Source: an optimization exercise on an open RTL-to-GDS flow (aim: small area and a short achievable clock period). Production flows keep margins and buffers that such runs may drop. In this exercise RTL edits were held to simulation tests only and were not proved equivalent to the original. Power figures rest on the tool's default switching activity, not on a simulated workload.

<file path="flow/flow/run.sh">
#!/bin/bash
set -euo pipefail
export BUFFER_PORTS_ARGS="-buffer_cell sky130_fd_sc_hd__buf_1"
bash standard.sh > standard.log 2>&1
</file>
<file path="flow/standard.sh">
#!/bin/bash
# synth_recipe.tcl (not shown) runs the flow's synth.tcl, then flattens the netlist and writes it again
# the make line also repeats each setting of config.mk as NAME=value (left out here)
make -C /OpenROAD-flow-scripts/flow DESIGN_CONFIG=/design/flow/config.mk WORK_HOME=/design/flow/orfs CLKGATE_MAP_FILE= SYNTH_SCRIPT=/design/flow/synth_recipe.tcl "${@:-finish}"
</file>
<file path="flow/config.mk">
export PLATFORM = sky130hd
export DESIGN_NAME = exec_stage
export DESIGN_NICKNAME = exec_stage
export VERILOG_FILES = /design/flow/design.v
export SDC_FILE = /design/flow/constraint.sdc
export NUM_CORES = 4
export LEC_CHECK = 0
export ABC_AREA = 1
export CAP_MARGIN = 20
export CELL_PAD_IN_SITES_DETAIL_PLACEMENT = 1
export CELL_PAD_IN_SITES_GLOBAL_PLACEMENT = 1
export CORE_MARGIN = 2
export CORE_UTILIZATION = 38
export PLACE_DENSITY = 0.6
export SETUP_SLACK_MARGIN = 4
export SLEW_MARGIN = 20
</file>
<file path="flow/constraint.sdc">
create_clock -name core_clock -period 13.0 [get_ports {clk}]
set_input_delay 2.6000 -clock core_clock [delete_from_list [all_inputs] [get_ports {clk}]]
set_output_delay 2.6000 -clock core_clock [all_outputs]
set_load 0.01 [all_outputs]
</file>
<file path="flow/design.v">
module exec_stage #(
  parameter int N = 24,
  parameter int M = 6
) (
  input  logic                clk,
  input  logic                rst,
  input  logic                en,
  input  logic [N-1:0]        rd1, rd2, rd3, pc, imm,
  input  logic [N*M-1:0]      rdv1, rdv2, rdv3,
  input  logic [N*M-1:0]      Forward1, Forward2, Forward3,
  input  logic                Fa, Fb, Fc,
  input  logic [3:0]          aluControl, Rc, opCode,
  input  logic                immSrc, branchFlag, memWrite, memToReg, regWrite, modeSel,
  input  logic [1:0]          opType,
  output logic [17+2*N*M-1:0] bufferOut
);
  localparam int NM = N * M;
  localparam int BW = 17 + 2 * NM;
  logic          isCtrl, ld, hold;
  logic [BW-1:0] q, d;
  assign isCtrl = (opType == 2'b10);
  assign ld     = rst & en;
  assign hold   = rst & ~en;
  logic opAdd, opSub, opAnd, opOr, opXor, opShl, opShr, opMul, opB, opA;
  assign opAdd = (aluControl == 4'b0000);
  assign opSub = (aluControl == 4'b0001);
  assign opAnd = (aluControl == 4'b0010);
  assign opOr  = (aluControl == 4'b0011);
  assign opXor = (aluControl == 4'b0100);
  assign opShl = (aluControl == 4'b0101);
  assign opShr = (aluControl == 4'b0110);
  assign opMul = (aluControl == 4'b0111);
  assign opB   = (aluControl == 4'b1000);
  assign opA   = (aluControl == 4'b1001);
  logic [N-1:0] a   [M];
  logic [N-1:0] b   [M];
  logic [N-1:0] t   [M];
  logic [N-1:0] cmpB, pcImm;
  assign cmpB = Fb ? Forward2[N-1:0] : (modeSel ? rdv2[N-1:0] : rd2);
  assign a[0] = Fa ? Forward1[N-1:0] : (modeSel ? rdv1[N-1:0] : rd1);
  assign b[0] = immSrc ? imm : cmpB;
  assign t[0] = Fc ? Forward3[N-1:0] : (modeSel ? rdv3[N-1:0] : rd3);
  for (genvar k = 1; k < M; k++) begin : g_ops
    assign a[k] = Fa ? Forward1[k*N +: N] : rdv1[k*N +: N];
    assign b[k] = immSrc ? imm : (Fb ? Forward2[k*N +: N] : rdv2[k*N +: N]);
    assign t[k] = {N{modeSel}} & (Fc ? Forward3[k*N +: N] : rdv3[k*N +: N]);
  end
  logic [N-1:0] r [M];
  logic [M-1:0] nz;
  for (genvar k = 0; k < M; k++) begin : g_lane
    logic on;
    if (k == 0) begin : g_l0
      assign on = ld;
      exec_lane u_lane (
        .a(a[0]), .b(b[0]),
        .mul(opMul & ~isCtrl), .shl(opShl & ~isCtrl), .shr(opShr & ~isCtrl),
        .add(opAdd & ~isCtrl), .sub(opSub & ~isCtrl), .pa(opA & ~isCtrl), .pb(opB & ~isCtrl),
        .land(opAnd & ~isCtrl), .lor(opOr & ~isCtrl), .lxor(opXor & ~isCtrl),
        .ext(pcImm), .gext(isCtrl),
        .on(on), .r(r[k]), .nz(nz[k]));
    end else begin : g_ln
      assign on = ld & modeSel & ~isCtrl;
      exec_lane u_lane (
        .a(a[k]), .b(b[k]),
        .mul(opMul), .shl(opShl), .shr(opShr), .add(opAdd), .sub(opSub), .pa(opA), .pb(opB),
        .land(opAnd), .lor(opOr), .lxor(opXor),
        .ext('0), .gext(1'b0),
        .on(on), .r(r[k]), .nz(nz[k]));
    end
  end
  logic [N-1:0] cmpDiff;
  logic         cmpEq;
  exec_add24 u_pcimm (.a(pc), .b(imm), .ci(1'b0), .y(pcImm));
  exec_add24 u_cmp (.a(a[0]), .b(~cmpB), .ci(1'b1), .y(cmpDiff));
  assign cmpEq   = (a[0] == cmpB);
  logic anyR, zeroFlag, negFlag;
  assign anyR     = |nz;
  assign zeroFlag = isCtrl ? (ld & cmpEq) : (ld & ~anyR);
  assign negFlag  = isCtrl ? (ld & cmpDiff[N-1]) : r[0][N-1];
  logic [BW-1:0] nx;
  assign nx = {{7{ld}} & {modeSel, opType, opCode},
               r[5], r[4], r[3], r[2], r[1], r[0], zeroFlag, negFlag,
               {8{ld}} & {branchFlag, memWrite, memToReg, regWrite, Rc},
               {NM{ld}} & {t[5], t[4], t[3], t[2], t[1], t[0]}};
  assign d = nx | ({BW{hold}} & q);
  always_ff @(posedge clk) q <= d;
  assign bufferOut = q;
endmodule
module exec_lane (
  input  logic [23:0] a, b,
  input  logic        mul, shl, shr, add, sub, pa, pb, land, lor, lxor,
  input  logic [23:0] ext,
  input  logic        gext,
  input  logic        on,
  output logic [23:0] r,
  output logic        nz
);
  logic [23:0] ar, x, z, p, pr, rl;
  logic        pz;
  logic [4:0]  s;
  logic [11:0] one, two, neg, bone, btwo, sone, stwo;
  logic [24:0] bx;
  logic        c0;
  for (genvar j = 0; j < 24; j++) begin : g_rev
    assign ar[j] = a[23-j];
    assign pr[j] = p[23-j];
  end
  assign x = shr ? ar : a;
  assign s  = b[4:0];
  assign bx = {b, 1'b0};
  for (genvar i = 0; i < 12; i++) begin : g_booth
    assign bone[i] = bx[2*i+1] ^ bx[2*i];
    assign btwo[i] = (bx[2*i+2] & ~bx[2*i+1] & ~bx[2*i]) | (~bx[2*i+2] & bx[2*i+1] & bx[2*i]);
    assign sone[i] = (s == 5'(2*i));
    assign stwo[i] = (s == 5'(2*i+1));
    if (i == 0) begin : g_d0
      assign one[i] = (mul & bone[i]) | ((shl | shr) & sone[i]) | add | sub | pa;
    end else begin : g_dn
      assign one[i] = (mul & bone[i]) | ((shl | shr) & sone[i]);
    end
    assign two[i] = (mul & btwo[i]) | ((shl | shr) & stwo[i]);
    assign neg[i] = mul & bx[2*i+2];
  end
  assign c0 = (mul & b[1]) | sub;
  assign z  = {24{add | sub | pb}} & (b ^ {24{sub}});
  exec_mac24 u_mac (.x(x), .one(one), .two(two), .neg(neg), .c0(c0), .z(z), .p(p), .pz(pz));
  logic gp, gr, ga, go, gx;
  assign gp = on & (mul | shl | add | sub | pa | pb);
  assign gr = on & shr;
  assign ga = on & land;
  assign go = on & lor;
  assign gx = on & lxor;
  assign rl = ({24{ga}} & (a & b)) | ({24{go}} & (a | b)) | ({24{gx}} & (a ^ b)) |
              ({24{on & gext}} & ext);
  assign r  = ({24{gp}} & p) | ({24{gr}} & pr) | rl;
  assign nz = ((gp | gr) & ~pz) | (|rl);
endmodule
module exec_mac24 (
  input  logic [23:0] x,
  input  logic [11:0] one, two, neg,
  input  logic        c0,
  input  logic [23:0] z,
  output logic [23:0] p,
  output logic        pz
);
  logic [23:0] pp0;
  assign pp0[0] = ((one[0] & x[0])) ^ neg[0];
  assign pp0[1] = ((one[0] & x[1]) | (two[0] & x[0])) ^ neg[0];
  assign pp0[2] = ((one[0] & x[2]) | (two[0] & x[1])) ^ neg[0];
  assign pp0[3] = ((one[0] & x[3]) | (two[0] & x[2])) ^ neg[0];
  assign pp0[4] = ((one[0] & x[4]) | (two[0] & x[3])) ^ neg[0];
  assign pp0[5] = ((one[0] & x[5]) | (two[0] & x[4])) ^ neg[0];
  assign pp0[6] = ((one[0] & x[6]) | (two[0] & x[5])) ^ neg[0];
  assign pp0[7] = ((one[0] & x[7]) | (two[0] & x[6])) ^ neg[0];
  assign pp0[8] = ((one[0] & x[8]) | (two[0] & x[7])) ^ neg[0];
  assign pp0[9] = ((one[0] & x[9]) | (two[0] & x[8])) ^ neg[0];
  assign pp0[10] = ((one[0] & x[10]) | (two[0] & x[9])) ^ neg[0];
  assign pp0[11] = ((one[0] & x[11]) | (two[0] & x[10])) ^ neg[0];
  assign pp0[12] = ((one[0] & x[12]) | (two[0] & x[11])) ^ neg[0];
  assign pp0[13] = ((one[0] & x[13]) | (two[0] & x[12])) ^ neg[0];
  assign pp0[14] = ((one[0] & x[14]) | (two[0] & x[13])) ^ neg[0];
  assign pp0[15] = ((one[0] & x[15]) | (two[0] & x[14])) ^ neg[0];
  assign pp0[16] = ((one[0] & x[16]) | (two[0] & x[15])) ^ neg[0];
  assign pp0[17] = ((one[0] & x[17]) | (two[0] & x[16])) ^ neg[0];
  assign pp0[18] = ((one[0] & x[18]) | (two[0] & x[17])) ^ neg[0];
  assign pp0[19] = ((one[0] & x[19]) | (two[0] & x[18])) ^ neg[0];
  assign pp0[20] = ((one[0] & x[20]) | (two[0] & x[19])) ^ neg[0];
  assign pp0[21] = ((one[0] & x[21]) | (two[0] & x[20])) ^ neg[0];
  assign pp0[22] = ((one[0] & x[22]) | (two[0] & x[21])) ^ neg[0];
  assign pp0[23] = ((one[0] & x[23]) | (two[0] & x[22])) ^ neg[0];
  logic [21:0] pp1;
  assign pp1[0] = ((one[1] & x[0]) | z[2]) ^ neg[1];
  assign pp1[1] = ((one[1] & x[1]) | (two[1] & x[0]) | z[3]) ^ neg[1];
  assign pp1[2] = ((one[1] & x[2]) | (two[1] & x[1]) | z[4]) ^ neg[1];
  assign pp1[3] = ((one[1] & x[3]) | (two[1] & x[2]) | z[5]) ^ neg[1];
  assign pp1[4] = ((one[1] & x[4]) | (two[1] & x[3]) | z[6]) ^ neg[1];
  assign pp1[5] = ((one[1] & x[5]) | (two[1] & x[4]) | z[7]) ^ neg[1];
  assign pp1[6] = ((one[1] & x[6]) | (two[1] & x[5]) | z[8]) ^ neg[1];
  assign pp1[7] = ((one[1] & x[7]) | (two[1] & x[6]) | z[9]) ^ neg[1];
  assign pp1[8] = ((one[1] & x[8]) | (two[1] & x[7]) | z[10]) ^ neg[1];
  assign pp1[9] = ((one[1] & x[9]) | (two[1] & x[8]) | z[11]) ^ neg[1];
  assign pp1[10] = ((one[1] & x[10]) | (two[1] & x[9]) | z[12]) ^ neg[1];
  assign pp1[11] = ((one[1] & x[11]) | (two[1] & x[10]) | z[13]) ^ neg[1];
  assign pp1[12] = ((one[1] & x[12]) | (two[1] & x[11]) | z[14]) ^ neg[1];
  assign pp1[13] = ((one[1] & x[13]) | (two[1] & x[12]) | z[15]) ^ neg[1];
  assign pp1[14] = ((one[1] & x[14]) | (two[1] & x[13]) | z[16]) ^ neg[1];
  assign pp1[15] = ((one[1] & x[15]) | (two[1] & x[14]) | z[17]) ^ neg[1];
  assign pp1[16] = ((one[1] & x[16]) | (two[1] & x[15]) | z[18]) ^ neg[1];
  assign pp1[17] = ((one[1] & x[17]) | (two[1] & x[16]) | z[19]) ^ neg[1];
  assign pp1[18] = ((one[1] & x[18]) | (two[1] & x[17]) | z[20]) ^ neg[1];
  assign pp1[19] = ((one[1] & x[19]) | (two[1] & x[18]) | z[21]) ^ neg[1];
  assign pp1[20] = ((one[1] & x[20]) | (two[1] & x[19]) | z[22]) ^ neg[1];
  assign pp1[21] = ((one[1] & x[21]) | (two[1] & x[20]) | z[23]) ^ neg[1];
  logic [19:0] pp2;
  assign pp2[0] = ((one[2] & x[0])) ^ neg[2];
  assign pp2[1] = ((one[2] & x[1]) | (two[2] & x[0])) ^ neg[2];
  assign pp2[2] = ((one[2] & x[2]) | (two[2] & x[1])) ^ neg[2];
  assign pp2[3] = ((one[2] & x[3]) | (two[2] & x[2])) ^ neg[2];
  assign pp2[4] = ((one[2] & x[4]) | (two[2] & x[3])) ^ neg[2];
  assign pp2[5] = ((one[2] & x[5]) | (two[2] & x[4])) ^ neg[2];
  assign pp2[6] = ((one[2] & x[6]) | (two[2] & x[5])) ^ neg[2];
  assign pp2[7] = ((one[2] & x[7]) | (two[2] & x[6])) ^ neg[2];
  assign pp2[8] = ((one[2] & x[8]) | (two[2] & x[7])) ^ neg[2];
  assign pp2[9] = ((one[2] & x[9]) | (two[2] & x[8])) ^ neg[2];
  assign pp2[10] = ((one[2] & x[10]) | (two[2] & x[9])) ^ neg[2];
  assign pp2[11] = ((one[2] & x[11]) | (two[2] & x[10])) ^ neg[2];
  assign pp2[12] = ((one[2] & x[12]) | (two[2] & x[11])) ^ neg[2];
  assign pp2[13] = ((one[2] & x[13]) | (two[2] & x[12])) ^ neg[2];
  assign pp2[14] = ((one[2] & x[14]) | (two[2] & x[13])) ^ neg[2];
  assign pp2[15] = ((one[2] & x[15]) | (two[2] & x[14])) ^ neg[2];
  assign pp2[16] = ((one[2] & x[16]) | (two[2] & x[15])) ^ neg[2];
  assign pp2[17] = ((one[2] & x[17]) | (two[2] & x[16])) ^ neg[2];
  assign pp2[18] = ((one[2] & x[18]) | (two[2] & x[17])) ^ neg[2];
  assign pp2[19] = ((one[2] & x[19]) | (two[2] & x[18])) ^ neg[2];
  logic [17:0] pp3;
  assign pp3[0] = ((one[3] & x[0])) ^ neg[3];
  assign pp3[1] = ((one[3] & x[1]) | (two[3] & x[0])) ^ neg[3];
  assign pp3[2] = ((one[3] & x[2]) | (two[3] & x[1])) ^ neg[3];
  assign pp3[3] = ((one[3] & x[3]) | (two[3] & x[2])) ^ neg[3];
  assign pp3[4] = ((one[3] & x[4]) | (two[3] & x[3])) ^ neg[3];
  assign pp3[5] = ((one[3] & x[5]) | (two[3] & x[4])) ^ neg[3];
  assign pp3[6] = ((one[3] & x[6]) | (two[3] & x[5])) ^ neg[3];
  assign pp3[7] = ((one[3] & x[7]) | (two[3] & x[6])) ^ neg[3];
  assign pp3[8] = ((one[3] & x[8]) | (two[3] & x[7])) ^ neg[3];
  assign pp3[9] = ((one[3] & x[9]) | (two[3] & x[8])) ^ neg[3];
  assign pp3[10] = ((one[3] & x[10]) | (two[3] & x[9])) ^ neg[3];
  assign pp3[11] = ((one[3] & x[11]) | (two[3] & x[10])) ^ neg[3];
  assign pp3[12] = ((one[3] & x[12]) | (two[3] & x[11])) ^ neg[3];
  assign pp3[13] = ((one[3] & x[13]) | (two[3] & x[12])) ^ neg[3];
  assign pp3[14] = ((one[3] & x[14]) | (two[3] & x[13])) ^ neg[3];
  assign pp3[15] = ((one[3] & x[15]) | (two[3] & x[14])) ^ neg[3];
  assign pp3[16] = ((one[3] & x[16]) | (two[3] & x[15])) ^ neg[3];
  assign pp3[17] = ((one[3] & x[17]) | (two[3] & x[16])) ^ neg[3];
  logic [15:0] pp4;
  assign pp4[0] = ((one[4] & x[0])) ^ neg[4];
  assign pp4[1] = ((one[4] & x[1]) | (two[4] & x[0])) ^ neg[4];
  assign pp4[2] = ((one[4] & x[2]) | (two[4] & x[1])) ^ neg[4];
  assign pp4[3] = ((one[4] & x[3]) | (two[4] & x[2])) ^ neg[4];
  assign pp4[4] = ((one[4] & x[4]) | (two[4] & x[3])) ^ neg[4];
  assign pp4[5] = ((one[4] & x[5]) | (two[4] & x[4])) ^ neg[4];
  assign pp4[6] = ((one[4] & x[6]) | (two[4] & x[5])) ^ neg[4];
  assign pp4[7] = ((one[4] & x[7]) | (two[4] & x[6])) ^ neg[4];
  assign pp4[8] = ((one[4] & x[8]) | (two[4] & x[7])) ^ neg[4];
  assign pp4[9] = ((one[4] & x[9]) | (two[4] & x[8])) ^ neg[4];
  assign pp4[10] = ((one[4] & x[10]) | (two[4] & x[9])) ^ neg[4];
  assign pp4[11] = ((one[4] & x[11]) | (two[4] & x[10])) ^ neg[4];
  assign pp4[12] = ((one[4] & x[12]) | (two[4] & x[11])) ^ neg[4];
  assign pp4[13] = ((one[4] & x[13]) | (two[4] & x[12])) ^ neg[4];
  assign pp4[14] = ((one[4] & x[14]) | (two[4] & x[13])) ^ neg[4];
  assign pp4[15] = ((one[4] & x[15]) | (two[4] & x[14])) ^ neg[4];
  logic [13:0] pp5;
  assign pp5[0] = ((one[5] & x[0])) ^ neg[5];
  assign pp5[1] = ((one[5] & x[1]) | (two[5] & x[0])) ^ neg[5];
  assign pp5[2] = ((one[5] & x[2]) | (two[5] & x[1])) ^ neg[5];
  assign pp5[3] = ((one[5] & x[3]) | (two[5] & x[2])) ^ neg[5];
  assign pp5[4] = ((one[5] & x[4]) | (two[5] & x[3])) ^ neg[5];
  assign pp5[5] = ((one[5] & x[5]) | (two[5] & x[4])) ^ neg[5];
  assign pp5[6] = ((one[5] & x[6]) | (two[5] & x[5])) ^ neg[5];
  assign pp5[7] = ((one[5] & x[7]) | (two[5] & x[6])) ^ neg[5];
  assign pp5[8] = ((one[5] & x[8]) | (two[5] & x[7])) ^ neg[5];
  assign pp5[9] = ((one[5] & x[9]) | (two[5] & x[8])) ^ neg[5];
  assign pp5[10] = ((one[5] & x[10]) | (two[5] & x[9])) ^ neg[5];
  assign pp5[11] = ((one[5] & x[11]) | (two[5] & x[10])) ^ neg[5];
  assign pp5[12] = ((one[5] & x[12]) | (two[5] & x[11])) ^ neg[5];
  assign pp5[13] = ((one[5] & x[13]) | (two[5] & x[12])) ^ neg[5];
  logic [11:0] pp6;
  assign pp6[0] = ((one[6] & x[0])) ^ neg[6];
  assign pp6[1] = ((one[6] & x[1]) | (two[6] & x[0])) ^ neg[6];
  assign pp6[2] = ((one[6] & x[2]) | (two[6] & x[1])) ^ neg[6];
  assign pp6[3] = ((one[6] & x[3]) | (two[6] & x[2])) ^ neg[6];
  assign pp6[4] = ((one[6] & x[4]) | (two[6] & x[3])) ^ neg[6];
  assign pp6[5] = ((one[6] & x[5]) | (two[6] & x[4])) ^ neg[6];
  assign pp6[6] = ((one[6] & x[6]) | (two[6] & x[5])) ^ neg[6];
  assign pp6[7] = ((one[6] & x[7]) | (two[6] & x[6])) ^ neg[6];
  assign pp6[8] = ((one[6] & x[8]) | (two[6] & x[7])) ^ neg[6];
  assign pp6[9] = ((one[6] & x[9]) | (two[6] & x[8])) ^ neg[6];
  assign pp6[10] = ((one[6] & x[10]) | (two[6] & x[9])) ^ neg[6];
  assign pp6[11] = ((one[6] & x[11]) | (two[6] & x[10])) ^ neg[6];
  logic [9:0] pp7;
  assign pp7[0] = ((one[7] & x[0])) ^ neg[7];
  assign pp7[1] = ((one[7] & x[1]) | (two[7] & x[0])) ^ neg[7];
  assign pp7[2] = ((one[7] & x[2]) | (two[7] & x[1])) ^ neg[7];
  assign pp7[3] = ((one[7] & x[3]) | (two[7] & x[2])) ^ neg[7];
  assign pp7[4] = ((one[7] & x[4]) | (two[7] & x[3])) ^ neg[7];
  assign pp7[5] = ((one[7] & x[5]) | (two[7] & x[4])) ^ neg[7];
  assign pp7[6] = ((one[7] & x[6]) | (two[7] & x[5])) ^ neg[7];
  assign pp7[7] = ((one[7] & x[7]) | (two[7] & x[6])) ^ neg[7];
  assign pp7[8] = ((one[7] & x[8]) | (two[7] & x[7])) ^ neg[7];
  assign pp7[9] = ((one[7] & x[9]) | (two[7] & x[8])) ^ neg[7];
  logic [7:0] pp8;
  assign pp8[0] = ((one[8] & x[0])) ^ neg[8];
  assign pp8[1] = ((one[8] & x[1]) | (two[8] & x[0])) ^ neg[8];
  assign pp8[2] = ((one[8] & x[2]) | (two[8] & x[1])) ^ neg[8];
  assign pp8[3] = ((one[8] & x[3]) | (two[8] & x[2])) ^ neg[8];
  assign pp8[4] = ((one[8] & x[4]) | (two[8] & x[3])) ^ neg[8];
  assign pp8[5] = ((one[8] & x[5]) | (two[8] & x[4])) ^ neg[8];
  assign pp8[6] = ((one[8] & x[6]) | (two[8] & x[5])) ^ neg[8];
  assign pp8[7] = ((one[8] & x[7]) | (two[8] & x[6])) ^ neg[8];
  logic [5:0] pp9;
  assign pp9[0] = ((one[9] & x[0])) ^ neg[9];
  assign pp9[1] = ((one[9] & x[1]) | (two[9] & x[0])) ^ neg[9];
  assign pp9[2] = ((one[9] & x[2]) | (two[9] & x[1])) ^ neg[9];
  assign pp9[3] = ((one[9] & x[3]) | (two[9] & x[2])) ^ neg[9];
  assign pp9[4] = ((one[9] & x[4]) | (two[9] & x[3])) ^ neg[9];
  assign pp9[5] = ((one[9] & x[5]) | (two[9] & x[4])) ^ neg[9];
  logic [3:0] pp10;
  assign pp10[0] = ((one[10] & x[0])) ^ neg[10];
  assign pp10[1] = ((one[10] & x[1]) | (two[10] & x[0])) ^ neg[10];
  assign pp10[2] = ((one[10] & x[2]) | (two[10] & x[1])) ^ neg[10];
  assign pp10[3] = ((one[10] & x[3]) | (two[10] & x[2])) ^ neg[10];
  logic [1:0] pp11;
  assign pp11[0] = one[11] & x[0];
  assign pp11[1] = (one[11] & (x[1] ^ (neg[11] & x[0]))) | (two[11] & x[0]);
  logic s0, co0;
  logic s1, co1;
  logic s2, co2;
  logic s3, co3;
  logic s4, co4;
  logic s5, co5;
  logic s6, co6;
  logic s7, co7;
  logic s8, co8;
  logic s9, co9;
  logic s10, co10;
  logic s11, co11;
  logic s12, co12;
  logic s13, co13;
  logic s14, co14;
  logic s15;
  logic s16;
  logic s17;
  logic s18, co18;
  logic s19, co19;
  logic s20, co20;
  logic s21, co21;
  logic s22, co22;
  logic s23, co23;
  logic s24, co24;
  logic s25, co25;
  logic s26, co26;
  logic s27, co27;
  logic s28, co28;
  logic s29, co29;
  logic s30, co30;
  logic s31, co31;
  logic s32, co32;
  logic s33, co33;
  logic s34, co34;
  logic s35, co35;
  logic s36, co36;
  logic s37, co37;
  logic s38, co38;
  logic s39, co39;
  logic s40, co40;
  logic s41, co41;
  logic s42, co42;
  logic s43, co43;
  logic s44, co44;
  logic s45, co45;
  logic s46, co46;
  logic s47, co47;
  logic s48, co48;
  logic s49, co49;
  logic s50, co50;
  logic s51;
  logic s52;
  logic s53;
  logic s54, co54;
  logic s55, co55;
  logic s56, co56;
  logic s57, co57;
  logic s58, co58;
  logic s59, co59;
  logic s60, co60;
  logic s61, co61;
  logic s62, co62;
  logic s63, co63;
  logic s64, co64;
  logic s65, co65;
  logic s66, co66;
  logic s67, co67;
  logic s68, co68;
  logic s69, co69;
  logic s70, co70;
  logic s71, co71;
  logic s72, co72;
  logic s73, co73;
  logic s74, co74;
  logic s75, co75;
  logic s76, co76;
  logic s77, co77;
  logic s78, co78;
  logic s79, co79;
  logic s80, co80;
  logic s81, co81;
  logic s82, co82;
  logic s83, co83;
  logic s84, co84;
  logic s85, co85;
  logic s86;
  logic s87;
  logic s88, co88;
  logic s89, co89;
  logic s90, co90;
  logic s91, co91;
  logic s92, co92;
  logic s93, co93;
  logic s94, co94;
  logic s95, co95;
  logic s96, co96;
  logic s97, co97;
  logic s98, co98;
  logic s99, co99;
  logic s100, co100;
  logic s101, co101;
  logic s102, co102;
  logic s103, co103;
  logic s104, co104;
  logic s105, co105;
  logic s106, co106;
  logic s107;
  logic s108, co108;
  logic s109, co109;
  logic s110, co110;
  logic s111, co111;
  logic s112, co112;
  logic s113, co113;
  logic s114, co114;
  logic s115, co115;
  logic s116, co116;
  logic s117, co117;
  logic s118, co118;
  logic s119, co119;
  logic s120, co120;
  logic s121, co121;
  logic s122, co122;
  logic s123, co123;
  logic s124, co124;
  logic s125, co125;
  logic s126, co126;
  logic s127, co127;
  logic s128, co128;
  logic s129, co129;
  logic s130, co130;
  logic s131;
  exec_ha u_s0 (.a(neg[8]), .b(pp0[16]), .s(s0), .co(co0));
  exec_ha u_s1 (.a(pp0[17]), .b(pp1[15]), .s(s1), .co(co1));
  exec_fa u_s2 (.a(neg[9]), .b(pp0[18]), .c(pp1[16]), .s(s2), .co(co2));
  exec_ha u_s3 (.a(pp2[14]), .b(pp3[12]), .s(s3), .co(co3));
  exec_fa u_s4 (.a(pp0[19]), .b(pp1[17]), .c(pp2[15]), .s(s4), .co(co4));
  exec_ha u_s5 (.a(pp3[13]), .b(pp4[11]), .s(s5), .co(co5));
  exec_fa u_s6 (.a(neg[10]), .b(pp0[20]), .c(pp1[18]), .s(s6), .co(co6));
  exec_fa u_s7 (.a(pp2[16]), .b(pp3[14]), .c(pp4[12]), .s(s7), .co(co7));
  exec_ha u_s8 (.a(pp5[10]), .b(pp6[8]), .s(s8), .co(co8));
  exec_fa u_s9 (.a(pp0[21]), .b(pp1[19]), .c(pp2[17]), .s(s9), .co(co9));
  exec_fa u_s10 (.a(pp3[15]), .b(pp4[13]), .c(pp5[11]), .s(s10), .co(co10));
  exec_ha u_s11 (.a(pp6[9]), .b(pp7[7]), .s(s11), .co(co11));
  exec_fa u_s12 (.a(pp0[22]), .b(pp1[20]), .c(pp2[18]), .s(s12), .co(co12));
  exec_fa u_s13 (.a(pp3[16]), .b(pp4[14]), .c(pp5[12]), .s(s13), .co(co13));
  exec_fa u_s14 (.a(pp6[10]), .b(pp7[8]), .c(pp8[6]), .s(s14), .co(co14));
  assign s15 = pp0[23] ^ pp1[21] ^ pp2[19];
  assign s16 = pp3[17] ^ pp4[15] ^ pp5[13];
  assign s17 = pp6[11] ^ pp7[9] ^ pp8[7];
  exec_ha u_s18 (.a(neg[5]), .b(pp0[10]), .s(s18), .co(co18));
  exec_ha u_s19 (.a(pp0[11]), .b(pp1[9]), .s(s19), .co(co19));
  exec_fa u_s20 (.a(neg[6]), .b(pp0[12]), .c(pp1[10]), .s(s20), .co(co20));
  exec_ha u_s21 (.a(pp2[8]), .b(pp3[6]), .s(s21), .co(co21));
  exec_fa u_s22 (.a(pp0[13]), .b(pp1[11]), .c(pp2[9]), .s(s22), .co(co22));
  exec_ha u_s23 (.a(pp3[7]), .b(pp4[5]), .s(s23), .co(co23));
  exec_fa u_s24 (.a(neg[7]), .b(pp0[14]), .c(pp1[12]), .s(s24), .co(co24));
  exec_fa u_s25 (.a(pp2[10]), .b(pp3[8]), .c(pp4[6]), .s(s25), .co(co25));
  exec_ha u_s26 (.a(pp5[4]), .b(pp6[2]), .s(s26), .co(co26));
  exec_fa u_s27 (.a(pp0[15]), .b(pp1[13]), .c(pp2[11]), .s(s27), .co(co27));
  exec_fa u_s28 (.a(pp3[9]), .b(pp4[7]), .c(pp5[5]), .s(s28), .co(co28));
  exec_ha u_s29 (.a(pp6[3]), .b(pp7[1]), .s(s29), .co(co29));
  exec_fa u_s30 (.a(pp1[14]), .b(pp2[12]), .c(pp3[10]), .s(s30), .co(co30));
  exec_fa u_s31 (.a(pp4[8]), .b(pp5[6]), .c(pp6[4]), .s(s31), .co(co31));
  exec_fa u_s32 (.a(pp7[2]), .b(pp8[0]), .c(s0), .s(s32), .co(co32));
  exec_fa u_s33 (.a(pp2[13]), .b(pp3[11]), .c(pp4[9]), .s(s33), .co(co33));
  exec_fa u_s34 (.a(pp5[7]), .b(pp6[5]), .c(pp7[3]), .s(s34), .co(co34));
  exec_fa u_s35 (.a(pp8[1]), .b(co0), .c(s1), .s(s35), .co(co35));
  exec_fa u_s36 (.a(pp4[10]), .b(pp5[8]), .c(pp6[6]), .s(s36), .co(co36));
  exec_fa u_s37 (.a(pp7[4]), .b(pp8[2]), .c(pp9[0]), .s(s37), .co(co37));
  exec_fa u_s38 (.a(co1), .b(s3), .c(s2), .s(s38), .co(co38));
  exec_fa u_s39 (.a(pp5[9]), .b(pp6[7]), .c(pp7[5]), .s(s39), .co(co39));
  exec_fa u_s40 (.a(pp8[3]), .b(pp9[1]), .c(co3), .s(s40), .co(co40));
  exec_fa u_s41 (.a(s5), .b(co2), .c(s4), .s(s41), .co(co41));
  exec_fa u_s42 (.a(pp7[6]), .b(pp8[4]), .c(pp9[2]), .s(s42), .co(co42));
  exec_fa u_s43 (.a(pp10[0]), .b(co5), .c(s8), .s(s43), .co(co43));
  exec_fa u_s44 (.a(co4), .b(s6), .c(s7), .s(s44), .co(co44));
  exec_fa u_s45 (.a(pp8[5]), .b(pp9[3]), .c(pp10[1]), .s(s45), .co(co45));
  exec_fa u_s46 (.a(co8), .b(s11), .c(co6), .s(s46), .co(co46));
  exec_fa u_s47 (.a(co7), .b(s9), .c(s10), .s(s47), .co(co47));
  exec_fa u_s48 (.a(pp9[4]), .b(pp10[2]), .c(pp11[0]), .s(s48), .co(co48));
  exec_fa u_s49 (.a(co11), .b(co9), .c(co10), .s(s49), .co(co49));
  exec_fa u_s50 (.a(s12), .b(s13), .c(s14), .s(s50), .co(co50));
  assign s51 = pp9[5] ^ pp10[3] ^ pp11[1];
  assign s52 = co12 ^ co13 ^ co14;
  assign s53 = s15 ^ s16 ^ s17;
  exec_ha u_s54 (.a(neg[3]), .b(pp0[6]), .s(s54), .co(co54));
  exec_ha u_s55 (.a(pp0[7]), .b(pp1[5]), .s(s55), .co(co55));
  exec_fa u_s56 (.a(neg[4]), .b(pp0[8]), .c(pp1[6]), .s(s56), .co(co56));
  exec_ha u_s57 (.a(pp2[4]), .b(pp3[2]), .s(s57), .co(co57));
  exec_fa u_s58 (.a(pp0[9]), .b(pp1[7]), .c(pp2[5]), .s(s58), .co(co58));
  exec_ha u_s59 (.a(pp3[3]), .b(pp4[1]), .s(s59), .co(co59));
  exec_fa u_s60 (.a(pp1[8]), .b(pp2[6]), .c(pp3[4]), .s(s60), .co(co60));
  exec_fa u_s61 (.a(pp4[2]), .b(pp5[0]), .c(s18), .s(s61), .co(co61));
  exec_fa u_s62 (.a(pp2[7]), .b(pp3[5]), .c(pp4[3]), .s(s62), .co(co62));
  exec_fa u_s63 (.a(pp5[1]), .b(co18), .c(s19), .s(s63), .co(co63));
  exec_fa u_s64 (.a(pp4[4]), .b(pp5[2]), .c(pp6[0]), .s(s64), .co(co64));
  exec_fa u_s65 (.a(co19), .b(s21), .c(s20), .s(s65), .co(co65));
  exec_fa u_s66 (.a(pp5[3]), .b(pp6[1]), .c(co21), .s(s66), .co(co66));
  exec_fa u_s67 (.a(s23), .b(co20), .c(s22), .s(s67), .co(co67));
  exec_fa u_s68 (.a(pp7[0]), .b(co23), .c(s26), .s(s68), .co(co68));
  exec_fa u_s69 (.a(co22), .b(s24), .c(s25), .s(s69), .co(co69));
  exec_fa u_s70 (.a(co26), .b(s29), .c(co24), .s(s70), .co(co70));
  exec_fa u_s71 (.a(co25), .b(s27), .c(s28), .s(s71), .co(co71));
  exec_fa u_s72 (.a(co29), .b(co27), .c(co28), .s(s72), .co(co72));
  exec_fa u_s73 (.a(s30), .b(s31), .c(s32), .s(s73), .co(co73));
  exec_fa u_s74 (.a(co30), .b(co31), .c(s33), .s(s74), .co(co74));
  exec_fa u_s75 (.a(s34), .b(co32), .c(s35), .s(s75), .co(co75));
  exec_fa u_s76 (.a(co33), .b(co34), .c(s36), .s(s76), .co(co76));
  exec_fa u_s77 (.a(s37), .b(co35), .c(s38), .s(s77), .co(co77));
  exec_fa u_s78 (.a(co36), .b(co37), .c(s39), .s(s78), .co(co78));
  exec_fa u_s79 (.a(s40), .b(co38), .c(s41), .s(s79), .co(co79));
  exec_fa u_s80 (.a(co39), .b(s42), .c(co40), .s(s80), .co(co80));
  exec_fa u_s81 (.a(s43), .b(co41), .c(s44), .s(s81), .co(co81));
  exec_fa u_s82 (.a(co42), .b(s45), .c(co43), .s(s82), .co(co82));
  exec_fa u_s83 (.a(s46), .b(co44), .c(s47), .s(s83), .co(co83));
  exec_fa u_s84 (.a(co45), .b(s48), .c(co46), .s(s84), .co(co84));
  exec_fa u_s85 (.a(s49), .b(co47), .c(s50), .s(s85), .co(co85));
  assign s86 = co48 ^ s51 ^ co49;
  assign s87 = s52 ^ co50 ^ s53;
  exec_ha u_s88 (.a(neg[2]), .b(pp0[4]), .s(s88), .co(co88));
  exec_ha u_s89 (.a(pp0[5]), .b(pp1[3]), .s(s89), .co(co89));
  exec_fa u_s90 (.a(pp1[4]), .b(pp2[2]), .c(pp3[0]), .s(s90), .co(co90));
  exec_fa u_s91 (.a(pp2[3]), .b(pp3[1]), .c(co54), .s(s91), .co(co91));
  exec_fa u_s92 (.a(pp4[0]), .b(co55), .c(s57), .s(s92), .co(co92));
  exec_fa u_s93 (.a(co57), .b(s59), .c(co56), .s(s93), .co(co93));
  exec_fa u_s94 (.a(co59), .b(co58), .c(s60), .s(s94), .co(co94));
  exec_fa u_s95 (.a(co60), .b(s62), .c(co61), .s(s95), .co(co95));
  exec_fa u_s96 (.a(co62), .b(s64), .c(co63), .s(s96), .co(co96));
  exec_fa u_s97 (.a(co64), .b(s66), .c(co65), .s(s97), .co(co97));
  exec_fa u_s98 (.a(co66), .b(s68), .c(co67), .s(s98), .co(co98));
  exec_fa u_s99 (.a(co68), .b(s70), .c(co69), .s(s99), .co(co99));
  exec_fa u_s100 (.a(co70), .b(s72), .c(co71), .s(s100), .co(co100));
  exec_fa u_s101 (.a(co72), .b(s74), .c(co73), .s(s101), .co(co101));
  exec_fa u_s102 (.a(co74), .b(s76), .c(co75), .s(s102), .co(co102));
  exec_fa u_s103 (.a(co76), .b(s78), .c(co77), .s(s103), .co(co103));
  exec_fa u_s104 (.a(co78), .b(s80), .c(co79), .s(s104), .co(co104));
  exec_fa u_s105 (.a(co80), .b(s82), .c(co81), .s(s105), .co(co105));
  exec_fa u_s106 (.a(co82), .b(s84), .c(co83), .s(s106), .co(co106));
  assign s107 = co84 ^ s86 ^ co85;
  exec_ha u_s108 (.a(c0), .b(z[0]), .s(s108), .co(co108));
  exec_ha u_s109 (.a(z[1]), .b(pp0[1]), .s(s109), .co(co109));
  exec_fa u_s110 (.a(neg[1]), .b(pp0[2]), .c(pp1[0]), .s(s110), .co(co110));
  exec_ha u_s111 (.a(pp0[3]), .b(pp1[1]), .s(s111), .co(co111));
  exec_fa u_s112 (.a(pp1[2]), .b(pp2[0]), .c(s88), .s(s112), .co(co112));
  exec_fa u_s113 (.a(pp2[1]), .b(co88), .c(s89), .s(s113), .co(co113));
  exec_fa u_s114 (.a(co89), .b(s54), .c(s90), .s(s114), .co(co114));
  exec_fa u_s115 (.a(s55), .b(co90), .c(s91), .s(s115), .co(co115));
  exec_fa u_s116 (.a(s56), .b(co91), .c(s92), .s(s116), .co(co116));
  exec_fa u_s117 (.a(s58), .b(co92), .c(s93), .s(s117), .co(co117));
  exec_fa u_s118 (.a(s61), .b(co93), .c(s94), .s(s118), .co(co118));
  exec_fa u_s119 (.a(s63), .b(co94), .c(s95), .s(s119), .co(co119));
  exec_fa u_s120 (.a(s65), .b(co95), .c(s96), .s(s120), .co(co120));
  exec_fa u_s121 (.a(s67), .b(co96), .c(s97), .s(s121), .co(co121));
  exec_fa u_s122 (.a(s69), .b(co97), .c(s98), .s(s122), .co(co122));
  exec_fa u_s123 (.a(s71), .b(co98), .c(s99), .s(s123), .co(co123));
  exec_fa u_s124 (.a(s73), .b(co99), .c(s100), .s(s124), .co(co124));
  exec_fa u_s125 (.a(s75), .b(co100), .c(s101), .s(s125), .co(co125));
  exec_fa u_s126 (.a(s77), .b(co101), .c(s102), .s(s126), .co(co126));
  exec_fa u_s127 (.a(s79), .b(co102), .c(s103), .s(s127), .co(co127));
  exec_fa u_s128 (.a(s81), .b(co103), .c(s104), .s(s128), .co(co128));
  exec_fa u_s129 (.a(s83), .b(co104), .c(s105), .s(s129), .co(co129));
  exec_fa u_s130 (.a(s85), .b(co105), .c(s106), .s(s130), .co(co130));
  assign s131 = s87 ^ co106 ^ s107;
  logic [23:0] ra, rb;
  assign ra[0] = pp0[0];
  assign rb[0] = s108;
  assign ra[1] = co108;
  assign rb[1] = s109;
  assign ra[2] = co109;
  assign rb[2] = s110;
  assign ra[3] = co110;
  assign rb[3] = s111;
  assign ra[4] = co111;
  assign rb[4] = s112;
  assign ra[5] = co112;
  assign rb[5] = s113;
  assign ra[6] = co113;
  assign rb[6] = s114;
  assign ra[7] = co114;
  assign rb[7] = s115;
  assign ra[8] = co115;
  assign rb[8] = s116;
  assign ra[9] = co116;
  assign rb[9] = s117;
  assign ra[10] = co117;
  assign rb[10] = s118;
  assign ra[11] = co118;
  assign rb[11] = s119;
  assign ra[12] = co119;
  assign rb[12] = s120;
  assign ra[13] = co120;
  assign rb[13] = s121;
  assign ra[14] = co121;
  assign rb[14] = s122;
  assign ra[15] = co122;
  assign rb[15] = s123;
  assign ra[16] = co123;
  assign rb[16] = s124;
  assign ra[17] = co124;
  assign rb[17] = s125;
  assign ra[18] = co125;
  assign rb[18] = s126;
  assign ra[19] = co126;
  assign rb[19] = s127;
  assign ra[20] = co127;
  assign rb[20] = s128;
  assign ra[21] = co128;
  assign rb[21] = s129;
  assign ra[22] = co129;
  assign rb[22] = s130;
  assign ra[23] = co130;
  assign rb[23] = s131;
  logic [23:0] p_g, p_p;
  assign p_g = ra & rb;
  assign p_p = ra ^ rb;
  logic p_G0, p_P0;
  assign p_G0 = p_g[1] | (p_p[1] & p_g[0]);
  assign p_P0 = p_p[1] & p_p[0];
  logic p_G1, p_P1;
  assign p_G1 = p_g[3] | (p_p[3] & p_g[2]);
  assign p_P1 = p_p[3] & p_p[2];
  logic p_G2, p_P2;
  assign p_G2 = p_g[5] | (p_p[5] & p_g[4]);
  assign p_P2 = p_p[5] & p_p[4];
  logic p_G3, p_P3;
  assign p_G3 = p_g[7] | (p_p[7] & p_g[6]);
  assign p_P3 = p_p[7] & p_p[6];
  logic p_G4, p_P4;
  assign p_G4 = p_g[9] | (p_p[9] & p_g[8]);
  assign p_P4 = p_p[9] & p_p[8];
  logic p_G5, p_P5;
  assign p_G5 = p_g[11] | (p_p[11] & p_g[10]);
  assign p_P5 = p_p[11] & p_p[10];
  logic p_G6, p_P6;
  assign p_G6 = p_g[13] | (p_p[13] & p_g[12]);
  assign p_P6 = p_p[13] & p_p[12];
  logic p_G7, p_P7;
  assign p_G7 = p_g[15] | (p_p[15] & p_g[14]);
  assign p_P7 = p_p[15] & p_p[14];
  logic p_G8, p_P8;
  assign p_G8 = p_g[17] | (p_p[17] & p_g[16]);
  assign p_P8 = p_p[17] & p_p[16];
  logic p_G9, p_P9;
  assign p_G9 = p_g[19] | (p_p[19] & p_g[18]);
  assign p_P9 = p_p[19] & p_p[18];
  logic p_G10, p_P10;
  assign p_G10 = p_g[21] | (p_p[21] & p_g[20]);
  assign p_P10 = p_p[21] & p_p[20];
  logic p_G11, p_P11;
  assign p_G11 = p_G1 | (p_P1 & p_G0);
  assign p_P11 = p_P1 & p_P0;
  logic p_G12, p_P12;
  assign p_G12 = p_G3 | (p_P3 & p_G2);
  assign p_P12 = p_P3 & p_P2;
  logic p_G13, p_P13;
  assign p_G13 = p_G5 | (p_P5 & p_G4);
  assign p_P13 = p_P5 & p_P4;
  logic p_G14, p_P14;
  assign p_G14 = p_G7 | (p_P7 & p_G6);
  assign p_P14 = p_P7 & p_P6;
  logic p_G15, p_P15;
  assign p_G15 = p_G9 | (p_P9 & p_G8);
  assign p_P15 = p_P9 & p_P8;
  logic p_G16, p_P16;
  assign p_G16 = p_G12 | (p_P12 & p_G11);
  assign p_P16 = p_P12 & p_P11;
  logic p_G17, p_P17;
  assign p_G17 = p_G14 | (p_P14 & p_G13);
  assign p_P17 = p_P14 & p_P13;
  logic p_G18, p_P18;
  assign p_G18 = p_G17 | (p_P17 & p_G16);
  assign p_P18 = p_P17 & p_P16;
  logic p_G19, p_P19;
  assign p_G19 = p_G13 | (p_P13 & p_G16);
  assign p_P19 = p_P13 & p_P16;
  logic p_G20, p_P20;
  assign p_G20 = p_G15 | (p_P15 & p_G18);
  assign p_P20 = p_P15 & p_P18;
  logic p_G21, p_P21;
  assign p_G21 = p_G2 | (p_P2 & p_G11);
  assign p_P21 = p_P2 & p_P11;
  logic p_G22, p_P22;
  assign p_G22 = p_G4 | (p_P4 & p_G16);
  assign p_P22 = p_P4 & p_P16;
  logic p_G23, p_P23;
  assign p_G23 = p_G6 | (p_P6 & p_G19);
  assign p_P23 = p_P6 & p_P19;
  logic p_G24, p_P24;
  assign p_G24 = p_G8 | (p_P8 & p_G18);
  assign p_P24 = p_P8 & p_P18;
  logic p_G25, p_P25;
  assign p_G25 = p_G10 | (p_P10 & p_G20);
  assign p_P25 = p_P10 & p_P20;
  logic p_G26, p_P26;
  assign p_G26 = p_g[2] | (p_p[2] & p_G0);
  assign p_P26 = p_p[2] & p_P0;
  logic p_G27, p_P27;
  assign p_G27 = p_g[4] | (p_p[4] & p_G11);
  assign p_P27 = p_p[4] & p_P11;
  logic p_G28, p_P28;
  assign p_G28 = p_g[6] | (p_p[6] & p_G21);
  assign p_P28 = p_p[6] & p_P21;
  logic p_G29, p_P29;
  assign p_G29 = p_g[8] | (p_p[8] & p_G16);
  assign p_P29 = p_p[8] & p_P16;
  logic p_G30, p_P30;
  assign p_G30 = p_g[10] | (p_p[10] & p_G22);
  assign p_P30 = p_p[10] & p_P22;
  logic p_G31, p_P31;
  assign p_G31 = p_g[12] | (p_p[12] & p_G19);
  assign p_P31 = p_p[12] & p_P19;
  logic p_G32, p_P32;
  assign p_G32 = p_g[14] | (p_p[14] & p_G23);
  assign p_P32 = p_p[14] & p_P23;
  logic p_G33, p_P33;
  assign p_G33 = p_g[16] | (p_p[16] & p_G18);
  assign p_P33 = p_p[16] & p_P18;
  logic p_G34, p_P34;
  assign p_G34 = p_g[18] | (p_p[18] & p_G24);
  assign p_P34 = p_p[18] & p_P24;
  logic p_G35, p_P35;
  assign p_G35 = p_g[20] | (p_p[20] & p_G20);
  assign p_P35 = p_p[20] & p_P20;
  logic p_G36, p_P36;
  assign p_G36 = p_g[22] | (p_p[22] & p_G25);
  assign p_P36 = p_p[22] & p_P25;
  assign p[0] = p_p[0];
  assign p[1] = p_p[1] ^ p_g[0];
  assign p[2] = p_p[2] ^ p_G0;
  assign p[3] = p_p[3] ^ p_G26;
  assign p[4] = p_p[4] ^ p_G11;
  assign p[5] = p_p[5] ^ p_G27;
  assign p[6] = p_p[6] ^ p_G21;
  assign p[7] = p_p[7] ^ p_G28;
  assign p[8] = p_p[8] ^ p_G16;
  assign p[9] = p_p[9] ^ p_G29;
  assign p[10] = p_p[10] ^ p_G22;
  assign p[11] = p_p[11] ^ p_G30;
  assign p[12] = p_p[12] ^ p_G19;
  assign p[13] = p_p[13] ^ p_G31;
  assign p[14] = p_p[14] ^ p_G23;
  assign p[15] = p_p[15] ^ p_G32;
  assign p[16] = p_p[16] ^ p_G18;
  assign p[17] = p_p[17] ^ p_G33;
  assign p[18] = p_p[18] ^ p_G24;
  assign p[19] = p_p[19] ^ p_G34;
  assign p[20] = p_p[20] ^ p_G20;
  assign p[21] = p_p[21] ^ p_G35;
  assign p[22] = p_p[22] ^ p_G25;
  assign p[23] = p_p[23] ^ p_G36;
  assign pz = &((ra ^ rb) ~^ {ra[22:0] | rb[22:0], 1'b0});
endmodule
module exec_fa (input logic a, b, c, output logic s, co);
  assign {co, s} = a + b + c;
endmodule
module exec_ha (input logic a, b, output logic s, co);
  assign {co, s} = a + b;
endmodule
module exec_add24 (
  input  logic [23:0] a, b,
  input  logic        ci,
  output logic [23:0] y
);
  logic [24:0] s;
  logic [24:0] s_g, s_p;
  assign s_g = {a, ci} & {b, ci};
  assign s_p = {a, ci} ^ {b, ci};
  logic s_G0, s_P0;
  assign s_G0 = s_g[1] | (s_p[1] & s_g[0]);
  assign s_P0 = s_p[1] & s_p[0];
  logic s_G1, s_P1;
  assign s_G1 = s_g[3] | (s_p[3] & s_g[2]);
  assign s_P1 = s_p[3] & s_p[2];
  logic s_G2, s_P2;
  assign s_G2 = s_g[5] | (s_p[5] & s_g[4]);
  assign s_P2 = s_p[5] & s_p[4];
  logic s_G3, s_P3;
  assign s_G3 = s_g[7] | (s_p[7] & s_g[6]);
  assign s_P3 = s_p[7] & s_p[6];
  logic s_G4, s_P4;
  assign s_G4 = s_g[9] | (s_p[9] & s_g[8]);
  assign s_P4 = s_p[9] & s_p[8];
  logic s_G5, s_P5;
  assign s_G5 = s_g[11] | (s_p[11] & s_g[10]);
  assign s_P5 = s_p[11] & s_p[10];
  logic s_G6, s_P6;
  assign s_G6 = s_g[13] | (s_p[13] & s_g[12]);
  assign s_P6 = s_p[13] & s_p[12];
  logic s_G7, s_P7;
  assign s_G7 = s_g[15] | (s_p[15] & s_g[14]);
  assign s_P7 = s_p[15] & s_p[14];
  logic s_G8, s_P8;
  assign s_G8 = s_g[17] | (s_p[17] & s_g[16]);
  assign s_P8 = s_p[17] & s_p[16];
  logic s_G9, s_P9;
  assign s_G9 = s_g[19] | (s_p[19] & s_g[18]);
  assign s_P9 = s_p[19] & s_p[18];
  logic s_G10, s_P10;
  assign s_G10 = s_g[21] | (s_p[21] & s_g[20]);
  assign s_P10 = s_p[21] & s_p[20];
  logic s_G11, s_P11;
  assign s_G11 = s_g[23] | (s_p[23] & s_g[22]);
  assign s_P11 = s_p[23] & s_p[22];
  logic s_G12, s_P12;
  assign s_G12 = s_G1 | (s_P1 & s_G0);
  assign s_P12 = s_P1 & s_P0;
  logic s_G13, s_P13;
  assign s_G13 = s_G3 | (s_P3 & s_G2);
  assign s_P13 = s_P3 & s_P2;
  logic s_G14, s_P14;
  assign s_G14 = s_G5 | (s_P5 & s_G4);
  assign s_P14 = s_P5 & s_P4;
  logic s_G15, s_P15;
  assign s_G15 = s_G7 | (s_P7 & s_G6);
  assign s_P15 = s_P7 & s_P6;
  logic s_G16, s_P16;
  assign s_G16 = s_G9 | (s_P9 & s_G8);
  assign s_P16 = s_P9 & s_P8;
  logic s_G17, s_P17;
  assign s_G17 = s_G11 | (s_P11 & s_G10);
  assign s_P17 = s_P11 & s_P10;
  logic s_G18, s_P18;
  assign s_G18 = s_G13 | (s_P13 & s_G12);
  assign s_P18 = s_P13 & s_P12;
  logic s_G19, s_P19;
  assign s_G19 = s_G15 | (s_P15 & s_G14);
  assign s_P19 = s_P15 & s_P14;
  logic s_G20, s_P20;
  assign s_G20 = s_G17 | (s_P17 & s_G16);
  assign s_P20 = s_P17 & s_P16;
  logic s_G21, s_P21;
  assign s_G21 = s_G19 | (s_P19 & s_G18);
  assign s_P21 = s_P19 & s_P18;
  logic s_G22, s_P22;
  assign s_G22 = s_G20 | (s_P20 & s_G21);
  assign s_P22 = s_P20 & s_P21;
  logic s_G23, s_P23;
  assign s_G23 = s_G14 | (s_P14 & s_G18);
  assign s_P23 = s_P14 & s_P18;
  logic s_G24, s_P24;
  assign s_G24 = s_G16 | (s_P16 & s_G21);
  assign s_P24 = s_P16 & s_P21;
  logic s_G25, s_P25;
  assign s_G25 = s_G2 | (s_P2 & s_G12);
  assign s_P25 = s_P2 & s_P12;
  logic s_G26, s_P26;
  assign s_G26 = s_G4 | (s_P4 & s_G18);
  assign s_P26 = s_P4 & s_P18;
  logic s_G27, s_P27;
  assign s_G27 = s_G6 | (s_P6 & s_G23);
  assign s_P27 = s_P6 & s_P23;
  logic s_G28, s_P28;
  assign s_G28 = s_G8 | (s_P8 & s_G21);
  assign s_P28 = s_P8 & s_P21;
  logic s_G29, s_P29;
  assign s_G29 = s_G10 | (s_P10 & s_G24);
  assign s_P29 = s_P10 & s_P24;
  logic s_G30, s_P30;
  assign s_G30 = s_g[2] | (s_p[2] & s_G0);
  assign s_P30 = s_p[2] & s_P0;
  logic s_G31, s_P31;
  assign s_G31 = s_g[4] | (s_p[4] & s_G12);
  assign s_P31 = s_p[4] & s_P12;
  logic s_G32, s_P32;
  assign s_G32 = s_g[6] | (s_p[6] & s_G25);
  assign s_P32 = s_p[6] & s_P25;
  logic s_G33, s_P33;
  assign s_G33 = s_g[8] | (s_p[8] & s_G18);
  assign s_P33 = s_p[8] & s_P18;
  logic s_G34, s_P34;
  assign s_G34 = s_g[10] | (s_p[10] & s_G26);
  assign s_P34 = s_p[10] & s_P26;
  logic s_G35, s_P35;
  assign s_G35 = s_g[12] | (s_p[12] & s_G23);
  assign s_P35 = s_p[12] & s_P23;
  logic s_G36, s_P36;
  assign s_G36 = s_g[14] | (s_p[14] & s_G27);
  assign s_P36 = s_p[14] & s_P27;
  logic s_G37, s_P37;
  assign s_G37 = s_g[16] | (s_p[16] & s_G21);
  assign s_P37 = s_p[16] & s_P21;
  logic s_G38, s_P38;
  assign s_G38 = s_g[18] | (s_p[18] & s_G28);
  assign s_P38 = s_p[18] & s_P28;
  logic s_G39, s_P39;
  assign s_G39 = s_g[20] | (s_p[20] & s_G24);
  assign s_P39 = s_p[20] & s_P24;
  logic s_G40, s_P40;
  assign s_G40 = s_g[22] | (s_p[22] & s_G29);
  assign s_P40 = s_p[22] & s_P29;
  assign s[0] = s_p[0];
  assign s[1] = s_p[1] ^ s_g[0];
  assign s[2] = s_p[2] ^ s_G0;
  assign s[3] = s_p[3] ^ s_G30;
  assign s[4] = s_p[4] ^ s_G12;
  assign s[5] = s_p[5] ^ s_G31;
  assign s[6] = s_p[6] ^ s_G25;
  assign s[7] = s_p[7] ^ s_G32;
  assign s[8] = s_p[8] ^ s_G18;
  assign s[9] = s_p[9] ^ s_G33;
  assign s[10] = s_p[10] ^ s_G26;
  assign s[11] = s_p[11] ^ s_G34;
  assign s[12] = s_p[12] ^ s_G23;
  assign s[13] = s_p[13] ^ s_G35;
  assign s[14] = s_p[14] ^ s_G27;
  assign s[15] = s_p[15] ^ s_G36;
  assign s[16] = s_p[16] ^ s_G21;
  assign s[17] = s_p[17] ^ s_G37;
  assign s[18] = s_p[18] ^ s_G28;
  assign s[19] = s_p[19] ^ s_G38;
  assign s[20] = s_p[20] ^ s_G24;
  assign s[21] = s_p[21] ^ s_G39;
  assign s[22] = s_p[22] ^ s_G29;
  assign s[23] = s_p[23] ^ s_G40;
  assign s[24] = s_p[24] ^ s_G22;
  assign y = s[24:1];
endmodule
</file>
==> results of run 1 <==
power groups by stage:
| stage | Sequential [uW] | Combinational [uW] | Clock, uW |
|---|---|---|---|
| 2_1_floorplan | 1080 | 3690 | 0 |
| 3_3_place_gp | 1090 | 6580 | 0 |
| 3_5_place_dp | 1090 | 6740 | 0 |
| 4_1_cts | 1080 | 7260 | 1280 |
| 5_1_grt | 1080 | 8240 | 1310 |
| 6_report | 1090 | 8150 | 1300 |
worst paths after layout:
kind                                  endpoint  slack (ps)
worst max-delay path            q[153]$_DFF_P_        3360
worst min-delay path            q[302]$_DFF_P_         460
worst max register to register  q[247]$_DFF_P_       11900
worst min register to register  q[302]$_DFF_P_         460
final cells by class:
cell class              instances  area, sq um
diodes                         85          213
clock inverters                21          308
inverters                    1563         6430
well taps                    2672         3340
repair inverters                7         78.8
clock buffers                  49         1060
multi-input cells            8650        65600
flip-flops and latches        305         6110
fillers                     25900       108000
repair buffers               1934        11200
layer usage:
layer,global-route usage (%),wire length [um],up-vias
met4,52.6,74000,60
met2,77.0,236000,9165
met1,64.1,210000,48800
met3,27.8,97400,2890
li1,-,-,39200
met5,1.59,838,-
metrics by stage:
step / hold WS [ps] / setup slack [ps] / power (uW) / cells / utilization (%)
CTS: 453 / 3920 / 9610 / 15100 / 45.4
global route: 475 / 3330 / 10600 / 15200 / 46.6
finish: 458 / 3360 / 10500 / 15300 / 46.7
global placement: 431 / 916 / 7670 / 14700 / 41.9
detailed placement: 439 / 715 / 7830 / 14700 / 41.9
floorplan: 472 / 4090 / 4770 / 11100 / -
worst min-delay path, stage by stage, from the launching register on:
cell and delay (ps):
dfxtp_1 310, nand2_1 60, nand2_1 40
kinds of logic (layout without fill, tap and decap cells):
family	after synthesis	in the layout	synth area share [%]
AND/OR/NAND/NOR	4049	4053	22.6
AO/OA/AOI/OAI	2164	2164	17.6
buffers and inverters	2107	3574	10.9
adder cells (fa/ha/maj)	1413	1413	29.5
XOR/XNOR	1020	1020	11.6
flip-flops	305	305	7.90
other	0	85	0
timing repair:
item | in CTS | in global routing
resized for setup | 806 | 268
pin swaps | 73 | 61
gates cloned | 31 | 6
setup buffers | 283 | 105
endpoints found under the hold margin | 0 | 0
setup endpoints to repair | 146 | 76
synth_stat cells (142+ instances only):
cell	count
a21oi_1	232
a221oi_1	154
clkbuf_1	365
dfxtp_1	305
fa_1	683
ha_1	730
inv_1	1383
nand2_1	2433
nand3_1	457
nor2_1	609
o21ai_0	583
o22ai_1	611
or2_2	142
xor2_1	889
placed cells by master (no fill, tap or decap), types with 126 or more instances in the layout:
cell / netlist / layout
nand2_1: 2433 / 2318
buf_1: 44 / 1292
inv_1: 1383 / 1265
xor2_1: 889 / 874
ha_1: 730 / 686
fa_1: 683 / 631
o22ai_1: 611 / 602
nor2_1: 609 / 559
o21ai_0: 583 / 486
buf_4: 32 / 485
nand3_1: 457 / 432
dfxtp_1: 305 / 305
a21oi_1: 232 / 223
nand2_2: 92 / 144
a221oi_1: 154 / 144
o21ai_1: 130 / 139
or2_2: 142 / 135
inv_2: 96 / 135
xnor2_1: 130 / 128
o31ai_1: 127 / 126
==> summary.md, run 1 <==
| Metric | Value |
|---|---|
| Crit path buf inv count | `2` |
| PD cells | `112 mW/mm^2` |
| Hold buffers post-CTS | `0` |
| Area contributors post-synth | `fa_1 18%, ha_1 12%, nand2_1 12%` |
| Design Area, Final | `between 0.09 and 0.1 sq mm` |
| Max Cap Viol | `0` |
| Gpl congestion | `1.17` |
| Highest clock rate | `104 MHz` |
| Layout cells sized above 1 | `14.3%` |
| DRT Pass-1 Iters | `12` |
| Port bufs | `1,314` |
| Worst Setup End Kind | `flip-flop` |
| CP most frequent cell | `nand2_1` |
| HPWL after DPL | `479,000 um` |
| Count of yosys warnings during synthesis | `8` |
| Clock latency at the later pin of the worst-skew pair | `680 ps` |
| Synth area leader | `fa_1` |
| Startpoint types | `input port` |
| Worst min path class | `reg2reg` |
| Core Region | `0.202 sq mm` |
| Clock power frac | `12.3%` |
| Area delta synth->final | `22.0%` |
| Routed WL | `619,000 um` |
| First-pass GRT wire length | `809,000 um` |
| CTS Buf Count | `39` |
| FFs w/ async S/R, synth | `0%` |
| Sequential-to-total area share from yosys stat | `7.90%` |
| Ys flop type | `dfxtp_1` |
| Final setup fails | `0` |
| Peak supply drop | `just under 0.1 mV` |
| Number of flip-flops in the largest register | `305` |
| Post-synth design cell area | `~0.077 sq mm` |
| Synth unique cells | `69` |
| Row count | `165` |
| Data required, critical path | `13,610 ps` |
| Clk buf depth | `3` |
| Seq pwr share | `10.3%` |
| DR WL/cell | `40.5 um` |
| Syn Inst Count | `approximately 11,000` |
| Lkg Pwr | `between 0.04 and 0.05 uW` |
| Clock Skew | `0 ps` |
| Vias in the first global route | `97,200` |
| CP delay by family, top | `simple AND/OR/NAND/NOR gates` |
| Crit Path Max Fanout | `3` |
| Regs by FF count | `q (305)` |
| RSZ-0062 raised after global routing | `yes` |
| Synth top area share | `17.7%` |
| Rel. slew slack | `8.02%` |
| Crit path depth | `29` |
| NumNets Final | `14,900` |
| Initial Util | `38.3%` |
| CP Data Arrival Time | `10,260 ps` |
| Clock transition at path regs | `70 ps` |
| Grt total ovfl | `0` |
| DR vias | `100,000` |
| Full die area | `0.207 sq mm` |
| Fin. Hold Viols | `0` |
| CP max-delay cell | `a221oi_1` |
| Tightest Pin Transition | `between 1000 and 1500 ps` |
| Drt initial violations | `15,400` |
| DRC errors left | `0` |
| Largest reg by FF count | `q` |
| Switching Share | `59.5%` |
| Setup CP Type | `in2reg` |
| RR Startpoint | `q[247]$_DFF_P_` |
| Setup crit start | `pc[1]` |
| Final min period | `9640 ps` |
| Die height | `455 um` |
| Setup TNS Final | `0 ps` |
| R2R cell count | `2` |
| Clock Sinks | `305` |
| Initial antenna violation count | `120` |
| Int Power | `4260 uW` |
| Routed Antenna Nets | `0` |
| GRT Util Overall | `56.7%` |
| Final worst-path cycle share | `74.2%` |
| DIE WIDTH | `between 400 and 500 um` |
| Largest net degree at the start of global routing | `164` |
| Post-synth EDFFs | `0` |
| FF+latch count, synth | `305` |
| Status | `no timing/DRC/antenna violations` |
| H-tree depth | `2` |
| I/O Pins | `1,315` |
| Slew Viols, Final | `0` |
| Post-DP Area | `~0.085 sq mm` |
| Worst hold path cell count | `2` |
| Switching power | `between 6000 and 7000 uW` |
| Worst Hold Launch | `q[302]$_DFF_P_` |
| Logic pwr share | `77.3%` |
| CTS tree | `built` |
| Crit-path max cell delay | `~790 ps` |
| Vias per cell | `6.55` |
| Clock root buffer master | `clkbuf_16` |
| Mapped Avg Cell Area | `6.99 sq um` |
==> run 2, diff against run 1 <==
--- a/flow/config.mk
+++ b/flow/config.mk
@@ -14,3 +14,4 @@
 export PLACE_DENSITY = 0.6
 export SETUP_SLACK_MARGIN = 4
 export SLEW_MARGIN = 20
+export SYNTH_HIERARCHICAL = 1
==> run 2 against run 1 <==
  * Cell count rose by 5.7%
  * Flip-flop and latch count did not move
  * Global-route usage fell by 8.7 points
  * Fmax increased by 1.2%
  * Sequential power shrank 5%
  * Clock power rose by 9%
  * Still clean on timing, DRC and antenna
  * Critical path type unchanged
  * Die area increased by 4.2%
  * Register-to-register slack better by 150 ps
  * Utilization is 1.0 points lower
==> summary.md, run 2 <==
| Metric | Value |
|---|---|
| Power Total | `8250 uW (was 10,500 uW)` |
| Area delta synth->final | `19.8% (was 22.0%)` |
| HPWL after DPL | `431,000 um (was 479,000 um)` |
| Regs by FF count | `q (305) (unchanged)` |
| Final setup fails | `0 (unchanged)` |
| Syn Inst Count | `11,900 (was 11,100)` |
| Count of yosys warnings during synthesis | `14 (was 8)` |
| DRT Pass-1 Iters | `6 (was 12)` |
| GRT met2 Usage | `72.2% (was 77.0%)` |
| Largest reg by FF count | `q (unchanged)` |
| CP max-delay cell | `fa_1 (was a221oi_1)` |
| Drt initial violations | `10,900 (was 15,400)` |
| Mapped Avg Cell Area | `6.77 sq um (was 6.99 sq um)` |
| Startpoint types | `input port (unchanged)` |
| Layout cells sized above 1 | `10.5% (was 14.3%)` |
| Worst R2R Setup Slack | `12,050 ps (was 11,900 ps)` |
| Area of the multi-input gates | `0.0693 sq mm (was 0.0656 sq mm)` |
| RSZ-0062 raised after global routing | `yes (unchanged)` |
| Core Region | `0.211 sq mm (was 0.202 sq mm)` |
| DP Worst Slack | `803 ps (was 715 ps)` |
| Routed Antenna Nets | `0 (unchanged)` |
| Initial Util | `38.1% (was 38.3%)` |
| Largest net degree at the start of global routing | `167 (was 164)` |
| Setup ws final | `3470 ps (was 3360 ps)` |
| Setup CP Type | `in2reg (unchanged)` |
| Fin. Hold Viols | `0 (unchanged)` |
| Hold buffers post-CTS | `0 (unchanged)` |
| GRT Util Overall | `47.9% (was 56.7%)` |
| Status | `no timing/DRC/antenna violations (unchanged)` |
| Lkg Pwr | `0.0501 uW (was 0.0413 uW)` |
| Clk buf depth | `3 (unchanged)` |
| Port bufs | `1,314 (unchanged)` |
| Tightest Pin Transition | `1260 ps (was 1380 ps)` |
| Setup TNS Final | `0 ps (unchanged)` |
| Worst Setup End Kind | `flip-flop (unchanged)` |
| Max Cap Viol | `0 (unchanged)` |
| First-pass GRT wire length | `743,000 um (was 809,000 um)` |
| Slew Viols, Final | `0 (unchanged)` |
| DR vias | `98,300 (was 100,000)` |
| Clock root buffer master | `clkbuf_16 (unchanged)` |
| I/O Pins | `1,315 (unchanged)` |
| Gpl congestion | `1.13 (was 1.17)` |
| CP Data Arrival Time | `10,150 ps (was 10,260 ps)` |
| CTS Buf Count | `42 (was 39)` |
| Die height | `464 um (was 455 um)` |
| CTS tree | `built (unchanged)` |
| DRC errors left | `0 (unchanged)` |
| Clock Sinks | `305 (unchanged)` |
| DR WL/cell | `33.4 um (was 40.5 um)` |
| Worst min path class | `reg2reg (unchanged)` |
| Data required, critical path | `13,620 ps (was 13,610 ps)` |
| Commonest non-fill, non-tap cell in the layout | `nand2_1 (unchanged)` |
| GRT busiest layer | `met2 (unchanged)` |
| Fillers | `27,500 (was 25,900)` |
| Met1 global-route usage | `57.3% (was 64.1%)` |
| Highest clock rate | `105 MHz (was 104 MHz)` |
| Rel. slew slack | `15.5% (was 8.02%)` |
| Full die area | `0.216 sq mm (was 0.207 sq mm)` |
| Most frequent cells in the layout | `2,971 x nand2_1, 1,302 x buf_1, 1,140 x inv_1 (was 2,318 x nand2_1, 1,292 x buf_1, 1,265 x inv_1)` |
| Vias per cell | `6.09 (was 6.55)` |
| Number of flip-flops in the largest register | `305 (unchanged)` |
| Final Util | `45.6% (was 46.7%)` |
| Final min period | `9530 ps (was 9640 ps)` |
| Met3 layer usage reported by global route | `13.1% (was 27.8%)` |
| Routed WL | `540,000 um (was 619,000 um)` |
| Crit-path max cell delay | `550 ps (was 790 ps)` |
| Final worst-path cycle share | `73.3% (was 74.2%)` |
| Clock Skew | `0 ps (unchanged)` |
| NumNets Final | `15,700 (was 14,900)` |
| Grt total ovfl | `0 (unchanged)` |
| DIE WIDTH | `464 um (was 455 um)` |
run 2: area by class of cell:
cell class              count  share of cell area (%)
repair buffers           1834                    10.6
well taps                2821                    3.66
diodes                     63                   0.163
flip-flops and latches    305                    6.33
clock inverters            28                   0.499
clock buffers              50                    1.18
repair inverters           15                   0.114
inverters                1361                    5.65
multi-input cells        9680                    71.8
run 2: worst max-delay path, delay by kind of cell:
kind / cells / cell delay [ps]
adder cells (fa/ha/maj): 5 / 2410
AO/OA/AOI/OAI: 4 / 600
buffers and inverters: 7 / 1510
XOR/XNOR: 2 / 390
AND/OR/NAND/NOR: 14 / 2430
run 2: report_power, final:
group          internal [uW]  total, uW  switching (uW)  leakage, uW
logic                   1940       5790            3850       0.0469
clock network            822       1420             595     0.000777
registers                998       1040            40.9      0.00249
run 2: per-stage QoR:
step                      cell area (sq um)  cells  hold WS (ps)
after global placement                88700  15700           429
final                                 96500  16200           451
after detailed placement              88700  15700           435
after floorplan                       81500  12100           472
after CTS                             95200  16100           450
after global routing                  96400  16100           467
run 2: final timing paths:
| check | end | start | depth (start not counted) |
|---|---|---|---|
| hold / removal | q[302]$_DFF_P_ | q[302]$_DFF_P_ | 2 |
| setup reg to reg | q[148]$_DFF_P_ | q[148]$_DFF_P_ | 1 |
| setup / recovery | q[153]$_DFF_P_ | Fa | 32 |
| hold reg to reg | q[302]$_DFF_P_ | q[302]$_DFF_P_ | 2 |
run 2: timing repair:
| item | in CTS | in global routing |
|---|---|---|
| cloned | 42 | 3 |
| pin swaps | 86 | 56 |
| buffers inserted | 190 | 34 |
| resized for setup | 699 | 184 |
| endpoints found under the setup margin | 146 | 98 |
run 2: routing by layer:
metal | up-vias | routed length [um] | part of all wire, %
li1 | 41600 | - | -
met1 | 48700 | 200000 | 37
met2 | 6263 | 228000 | 42
met3 | 1822 | 57600 | 11
met4 | 14 | 54300 | 10
met5 | - | 314 | 0.058

Setup slack of run 2, layout unchanged: 3.469 ns with ideal ports, 3.502 ns with driving cells assumed (clock clkbuf_16, inputs buf_2), 2.701 ns with port delays also shifted by the 0.800 ns mid clock arrival.
